This is an optimization exercise on Yosys and OpenROAD, whose aim is small area, a short achievable clock period and few clock cycles per item, not a production implementation. No functional check of the RTL was part of any run shown here.

==> flow/design.v (outline; a module is shown in full before it is edited, if it fits) <==
// module samplerz_top: 1184 lines
module samplerz_top (
  input  logic               clk,
  input  logic               rst_n_i,
  input  logic               start_i,
  input  logic [31:0]        mu_i,
  input  logic [15:0]        inv_sigma_prime_i,
  input  logic [15:0]        inv_sigma_sqr_div_2_i,
  input  logic               falcon_type_i,
  input  logic               rand_val_i,
  input  logic [23:0]        rand_cdt_i,
  input  logic               rand_b_i,
  input  logic [7:0]         rand_8_i,
  output logic               dout_val_o,
  output logic signed [15:0] w_o,
  output logic               request_rand_o,
  output logic               busy_o
);
  // ...
==> flow/run.sh <==
#!/bin/bash
# synth_recipe.tcl (not shown) runs the flow's synth.tcl, then flattens the netlist and writes it again
# the make line also repeats each setting of config.mk as NAME=value (left out here)
make -C /OpenROAD-flow-scripts/flow DESIGN_CONFIG=/design/flow/config.mk WORK_HOME=/design/flow/orfs CLKGATE_MAP_FILE= SYNTH_SCRIPT=/design/flow/synth_recipe.tcl finish
==> flow/config.mk <==
export PLATFORM = sky130hd
export DESIGN_NAME = samplerz_top
export DESIGN_NICKNAME = samplerz_top
export VERILOG_FILES = /design/flow/design.v
export SDC_FILE = /design/flow/constraint.sdc
export NUM_CORES = 4
export LEC_CHECK = 0
export CAP_MARGIN = 20
export CORE_MARGIN = 2
export CORE_UTILIZATION = 40
export SETUP_SLACK_MARGIN = 5
export SLEW_MARGIN = 20
==> flow/constraint.sdc <==
create_clock -name core_clock -period 11.0 [get_ports {clk}]
set_input_delay 2.2000 -clock core_clock [delete_from_list [all_inputs] [get_ports {clk}]]
set_output_delay 2.2000 -clock core_clock [all_outputs]
set_load 0.01 [all_outputs]
==> impl_metrics.ini, run 1 <==
[worst_setup_path]
r2r_cells = 21
worstReg2RegStart = one_q[5]$_DFF_P_
cpPeakStageDelay_ns = 0.52
worst-path-max-fanout = 17

[layout]
clock_buffers = 17
largest_reg_flops = 23
nonClkBufAreaFrac = 0.06625
utilization = 0.4560
nets = 3177
inv_count = 346

[logic_synthesis]
post_synth_xor_area_fraction = 0.1213
yosys.area_share.simple = 0.1038
synthTopCellsByCount = inv_1 (338), xnor2_1 (259), fa_1 (255)
synth_top_area_cell = fa_1

[place]
place_area_um2 = 25080
dpl.hpwl_um = 52980
place.gp.congestion = 0.9129

[routing]
wl_met3_um = 5819
routedWlPerCell_um = 20.41

[clock_tree]
cts_tree = built
postCtsSetupBuffers = 4

[timing]
setup_ws_ns = 5.114
setup_tns_ns = 0

[min_path]
min_to = r8_3[0]$_DFF_P_

[grt]
grt_use_met2 = 0.3688
grt_pass1_vias = 19319

[outcome]
run_status = finished clean

[floorplan]
fp.dieH_um = 245.5
==> run 2: changes to the inputs <==
--- a/flow/config.mk
+++ b/flow/config.mk
@@ -9,3 +9,3 @@
 export CORE_MARGIN = 2
-export CORE_UTILIZATION = 40
+export CORE_UTILIZATION = 65
 export SETUP_SLACK_MARGIN = 5
==> impl_metrics.ini, run 2 <==
[logic_synthesis]
synthCells = 2645
syn_avg_cell_area_um2 = 8.819
synth_area_leaders = fa_1 (22%), dfxtp_1 (10%), xnor2_1 (9.7%)
ys.flop_type = dfxtp_1
ys_warn_count = 3
synth-seq-cells = 196
synth_top_area_share = 0.2188
synthTopCellsByCount = inv_1 (338), xnor2_1 (259), fa_1 (255)
ys_types = 67
synth_nets = 3162
seq_area_frac_synth = 0.2000
synth-edff-count = 74
synth_most_common_cell = inv_1
synth.cell_area_um2 = 23330
synth_top_area_cell = fa_1
postSynth.asyncResetShare = 0

[worst_setup_path]
startpoint_type = register
timing.critical_path.to = r2_q[15]$_DFFE_PP_
critical-path-slowest-cell = fa_1
path_cells = buf_4 -> nand2_1 -> nand2_1 -> o21ai_0 -> nand2_1 -> fa_1 -> fa_1 -> inv_1 -> fa_1 -> fa_1 -> ha_1 -> and3_1 -> nand2_1 -> a2bb2oi_2 -> a31oi_1 -> o211ai_1 -> buf_4 -> a2111oi_4 -> o41a_1 -> a21oi_2 -> buf_4 -> mux2_2
cpPeakStageDelay_ns = 0.48
path_buf_inv = 4
crit_required_ns = 11.22
r2r-end = r2_q[15]$_DFFE_PP_
worst-path-max-fanout = 23
r2r_setup_slack_ns = 5.05
end_kind = register
critical_path_class = reg2reg
cp-startpoint = m_2[3]$_SDFF_PP0_
r2r_cells = 22
crit_family = adder cells
worstReg2RegStart = m_2[3]$_SDFF_PP0_
cp.arrival_ns = 6.17
crit_cells = 22

[grt]
grt.total_usage = 0.3550
grt_max_degree = 76
grt_pass1_vias = 19606
antenna_found_initial = 2
grt_pass1_wl_um = 105300
gr-total-overflow = 0

[routing]
firstDrtPassIters = 6
antenna_left = 0
drt-total-wl_um = 65810
vias_per_cell = 6.241
num_vias = 19447
drt_iter0_drc = 1588
routedWlPerCell_um = 21.12
drc = 0

[clock_tree]
cts-root-buf = clkbuf_16
cts_tree = built
cts.sinks = 196
clk_pin_slew_ns = 0.09
hold_buffers = 0
clk_latency_ns = 0.47
clock_path_buffers = 2
htreeDepth = 4
cts_made_buffers = 17

[timing]
min_period_ns = 5.946
max_freq_mhz = 168.2
rsz0062_at_grt = yes
hold_violations = 0
fin_worst_skew_ns = 0.01986
setup_tns_ns = 0
slew_viol_final = 0
finalCritPeriodShare = 0.5406
relSlewSlack = 0.2652
setup_viol = 0
worst_pin_slew_ns = 1.102

[floorplan]
ios = 121
fp.dieH_um = 193.4
rows = 69
die_area_um2 = 37420
die_w_um = 193.4
initial_utilization = 0.6574
core_um2 = 35480

[min_path]
hold_class = reg2reg

[layout]
areaGrowthSynthToFinish_pct = 10.13
largest_reg_flops = 23
final_cell_mix = inv_1 (337), xnor2_1 (259), fa_1 (255)
layout_commonest_cell = inv_1
nets = 3158
regMostFlops = mb_q
drive_above_1_share = 0.06142

[place]
io_buffers = 120
place.gp.congestion = 0.9506
dpl.hpwl_um = 48910

[outcome]
run_status = finished clean

[job]
max-cap-violations = 0
[run 2: cell counts after synthesis]
No cell type changed its count.
[run 2: worst min path at each step]
stage	startpoint	end	slack (ns)	depth (start not counted)
after floorplan	r8_1[0]$_DFF_P_	r8_2[0]$_DFF_P_	0.31	0
after global placement	r8_1[5]$_DFF_P_	r8_2[5]$_DFF_P_	0.31	0
after detailed placement	r8_2[3]$_DFF_P_	r8_3[3]$_DFF_P_	0.31	0
after CTS	r8_2[7]$_DFF_P_	r8_3[7]$_DFF_P_	0.33	0
after global routing	r8_2[3]$_DFF_P_	r8_3[3]$_DFF_P_	0.33	0
final	r8_2[3]$_DFF_P_	r8_3[3]$_DFF_P_	0.33	0
[run 2: worst register-to-register path: stages (launching register included)]
cell and delay, ns:
dfxtp_1 0.39, buf_4 0.28, nand2_1 0.16, nand2_1 0.09
o21ai_0 0.10, nand2_1 0.20, fa_1 0.48, fa_1 0.37
inv_1 0.08, fa_1 0.43, fa_1 0.46, ha_1 0.37
and3_1 0.30, nand2_1 0.13, a2bb2oi_2 0.18, a31oi_1 0.19
o211ai_1 0.13, buf_4 0.18, a2111oi_4 0.37, o41a_1 0.29
a21oi_2 0.07, buf_4 0.18, mux2_2 0.27
[run 2: cell families after synthesis]
group / synth area share
AOI/OAI and AO/OA: 0.1753
xor gates and xnor gates: 0.1213
adders and majority gates: 0.3064
and+or+nand+nor: 0.1038
DFF: 0.2000
muxes: 0.008260
buffers and inverters: 0.08496
[run 2: metal layers]
metal,part of all wire,up-vias,track usage
met5,0,-,0
met3,0.083,188,0.07061
met4,0.044,0,0.1462
met2,0.48,960,0.5927
li1,-,8857,-
met1,0.39,9442,0.4527
[run 2: cell type report]
class	instances	area, um2
fillers	2746	9792
clock inverters	14	180.2
inverters	346	1311
multi-input cells	1921	16840
well taps	461	576.8
clock buffers	18	450.4
diodes	1	2.502
repair buffers	159	1540
flip-flops and latches	196	4790
[run 2: repair_timing]
item / CTS / global route
resized for setup: 70 / 48
setup buffers: 2 / 12
gates cloned: 0 / 0
pin swaps: 2 / 3
endpoints found under the setup margin: 32 / 30
[run 2: per-stage QoR]
stage | utilization | setup WS, ns | cells | cell area (um2) | hold slack, ns
CTS | 0.7165 | 5.017 | 3103 | 25420 | 0.3332
global route | 0.7240 | 4.933 | 3116 | 25690 | 0.3349
global placement | 0.6938 | 4.225 | 3069 | 24620 | 0.3138
floorplan | - | 5.023 | 2645 | 23330 | 0.3096
detailed placement | 0.6938 | 4.135 | 3069 | 24620 | 0.3146
finish | 0.7240 | 5.054 | 3116 | 25690 | 0.3326
==> run 3: changes to the inputs <==
==> flow/flow/run.sh (new file) <==
#!/bin/bash
# standard synthesis and layout, with the port buffers inserted as buf_1 cells
# (every input and output port still gets its own buffer)
set -euo pipefail
MARGIN=5
bash standard.sh synth > synth.log 2>&1
MK=$(grep '^make ' standard.sh | sed 's/ "\${@:-finish}"$//' | sed "s/SETUP_SLACK_MARGIN=[-0-9.]*/SETUP_SLACK_MARGIN=$MARGIN/")
eval "$MK \"BUFFER_PORTS_ARGS=-buffer_cell sky130_fd_sc_hd__buf_1\" finish" > layout.log 2>&1
bash standard.sh finish > write_def.log 2>&1
==> flow/standard.sh (new file) <==
#!/bin/bash
# synth_recipe.tcl (not shown) runs the flow's synth.tcl, then flattens the netlist and writes it again
# the make line also repeats each setting of config.mk as NAME=value (left out here)
make -C /OpenROAD-flow-scripts/flow DESIGN_CONFIG=/design/flow/config.mk WORK_HOME=/design/flow/orfs CLKGATE_MAP_FILE= SYNTH_SCRIPT=/design/flow/synth_recipe.tcl "${@:-finish}"
--- a/flow/config.mk
+++ b/flow/config.mk
@@ -9,3 +9,3 @@
 export CORE_MARGIN = 2
-export CORE_UTILIZATION = 65
+export CORE_UTILIZATION = 40
 export SETUP_SLACK_MARGIN = 5
removed: flow/run.sh
==> impl_metrics.ini, run 3 <==
[outcome]
run_status = finished clean

[timing]
setup_tns_ns = 0
relSlewSlack = 0.2793
max_freq_mhz = 172.6
min_period_ns = 5.794
setup_viol = 0
slew_viol_final = 0
finalCritPeriodShare = 0.5267
hold_violations = 0
hold_ws_ns = 0.3326
fin_worst_skew_ns = 0.02133
rsz0062_at_grt = yes
worst_pin_slew_ns = 1.080

[floorplan]
fp.dieH_um = 245.5
die_area_um2 = 60270
initial_utilization = 0.4043
core_um2 = 57700
ios = 121
die_w_um = 245.5
rows = 88

[worst_setup_path]
cp.arrival_ns = 6.18
critical_path_class = reg2reg
end_kind = register
worstReg2RegStart = mb_q[22]$_SDFF_PP0_
worst-path-max-fanout = 18
cp-startpoint = mb_q[22]$_SDFF_PP0_
crit_required_ns = 11.39
startpoint_type = register

[routing]
firstDrtPassIters = 6
drt_iter0_drc = 1966
vias_per_cell = 5.587
num_vias = 19240
antenna_left = 0
routedWlPerCell_um = 19.91
drc = 0
drt-total-wl_um = 68570

[min_path]
hold_class = reg2reg
min-delay-start = r8_2[6]$_DFF_P_

[clock_tree]
clk_pin_slew_ns = 0.09
hold_buffers = 0
htreeDepth = 4
cts_tree = built
cts.sinks = 196
clk_latency_ns = 0.51
cts_made_buffers = 17
clock_path_buffers = 2
cts-root-buf = clkbuf_16

[layout]
final_cell_mix = inv_1 (337), xnor2_1 (259), fa_1 (255)
nets = 3181
largest_reg_flops = 23
layout_commonest_cell = inv_1
areaGrowthSynthToFinish_pct = 10.04
regMostFlops = mb_q
drive_above_1_share = 0.06836

[grt]
grt_pass1_vias = 18835
grt_pass1_wl_um = 106500
grt.total_usage = 0.2300
gr-total-overflow = 0
antenna_found_initial = 3
grt_max_degree = 64

[logic_synthesis]
seq_area_frac_synth = 0.2000
ys.flop_type = dfxtp_1
synthTopCellsByCount = inv_1 (338), xnor2_1 (259), fa_1 (255)
synthCells = 2645
ys_types = 67
ys_warn_count = 3
synth_area_leaders = fa_1 (22%), dfxtp_1 (10%), xnor2_1 (9.7%)
synth_most_common_cell = inv_1
synth_nets = 3162
synth-edff-count = 74
synth_top_area_cell = fa_1
synth-seq-cells = 196
synth_top_area_share = 0.2188
syn_avg_cell_area_um2 = 8.819
postSynth.asyncResetShare = 0
synth.cell_area_um2 = 23330

[place]
dpl.hpwl_um = 51830
place.gp.congestion = 0.8909
io_buffers = 120

[job]
max-cap-violations = 0
run 3: cell types whose count changed in the layout (fill, tap and decap cells not counted), sizes merged:
cell,change
buf,+142
clkdlybuf4s50,-120
clkinv,+2
diode,+1
inv,-1
run 3: path summary, 6_finish.rpt:
check                    end  slack [ns]  cells past startpoint
max          t_3[10]$_DFF_P_        5.21                     19
min          r8_3[6]$_DFF_P_        0.33                      0
min reg2reg  r8_3[6]$_DFF_P_        0.33                      0
max reg2reg  t_3[10]$_DFF_P_        5.21                     19
run 3: what timing repair did:
action | 4_1_cts | 5_1_grt
gates resized for setup | 68 | 71
cloned | 0 | 1
pin swaps | 2 | 7
hold endpoints to repair | 0 | 0
setup buffers | 5 | 22
endpoints found under the setup margin | 38 | 33
run 3: worst max-delay path, stage by stage, from the launching register on:
cell     delay (ns)
dfxtp_2        0.56
a22oi_1        0.15
xnor2_1        0.25
fa_1           0.48
fa_1           0.52
inv_1          0.05
fa_1           0.36
inv_1          0.08
fa_1           0.42
fa_1           0.45
ha_1           0.41
nand4_1        0.21
nor4_4         0.35
nand3_1        0.20
a31oi_1        0.30
nor3_1         0.14
o31ai_2        0.41
o21a_1         0.19
nor2_1         0.05
xnor2_1        0.11
run 3: cell families after synthesis:
kind of cell	after synthesis	share of synthesized area
buf+inv	528	0.08496
flops	196	0.2000
mux	15	0.008260
xor+xnor	323	0.1213
compound gates	625	0.1753
simple gates	539	0.1038
fa+ha+maj	419	0.3064
run 3: area by class of cell:
type                       count  area [um2]
multi-input combinational   1921       16920
timing repair buffer         182        1070
fill                        5687       32030
antenna                        2       5.005
clock buffer                  17       425.4
sequential                   196        4766
tap                          765       957.2
clock inverter                15       210.2
inverter                     346        1316
run 3: per-layer routing:
layer / vias to the layer above / track usage / share of wire
met5: - / 0 / 0.00019
met4: 2 / 0.1007 / 0.039
met3: 146 / 0.05118 / 0.084
met2: 771 / 0.3624 / 0.46
met1: 9422 / 0.3022 / 0.42
li1: 8899 / - / -
run 3: stage by stage:
stage               utilization  cell area [um2]  setup WS [ns]  std cells
floorplan                     -            23330          5.023       2645
global placement         0.4214            24310          3.589       3382
detailed placement       0.4214            24310          3.669       3382
CTS                      0.4365            25180          4.985       3419
global route             0.4448            25660          4.968       3442
finish                   0.4449            25670          5.206       3444

[port drivers added, routing unchanged]
No port has a modelled driver above. Below, the same layouts with a new extraction and two added sets of constraints. Step 1, drivers: a clkbuf_16 drives clk and a buf_2 each remaining input, both assumed. Step 2 also shifts input and output timing later by t, the mid clock arrival at the registers, as if the neighbouring blocks saw the same clock. a / b / c = no drivers / after step 1 / after step 2; a / b = the first two.
run	t (ns)	slack for setup (ns)	worst register clock-pin slew, ns	worst data-port slew with drivers (ns)
run 1	0.550	5.114 / 5.114 / 4.769	0.09 / 0.09	0.08
run 2	0.518	5.054 / 5.054 / 4.771	0.09 / 0.09	0.08
run 3	0.552	5.206 / 5.206 / 5.206	0.09 / 0.09	0.09
After both steps every run listed still meets setup and hold. The setup slack of run 1, which loses most, moves by 0.000 ns with the drivers and by -0.345 ns with both steps.
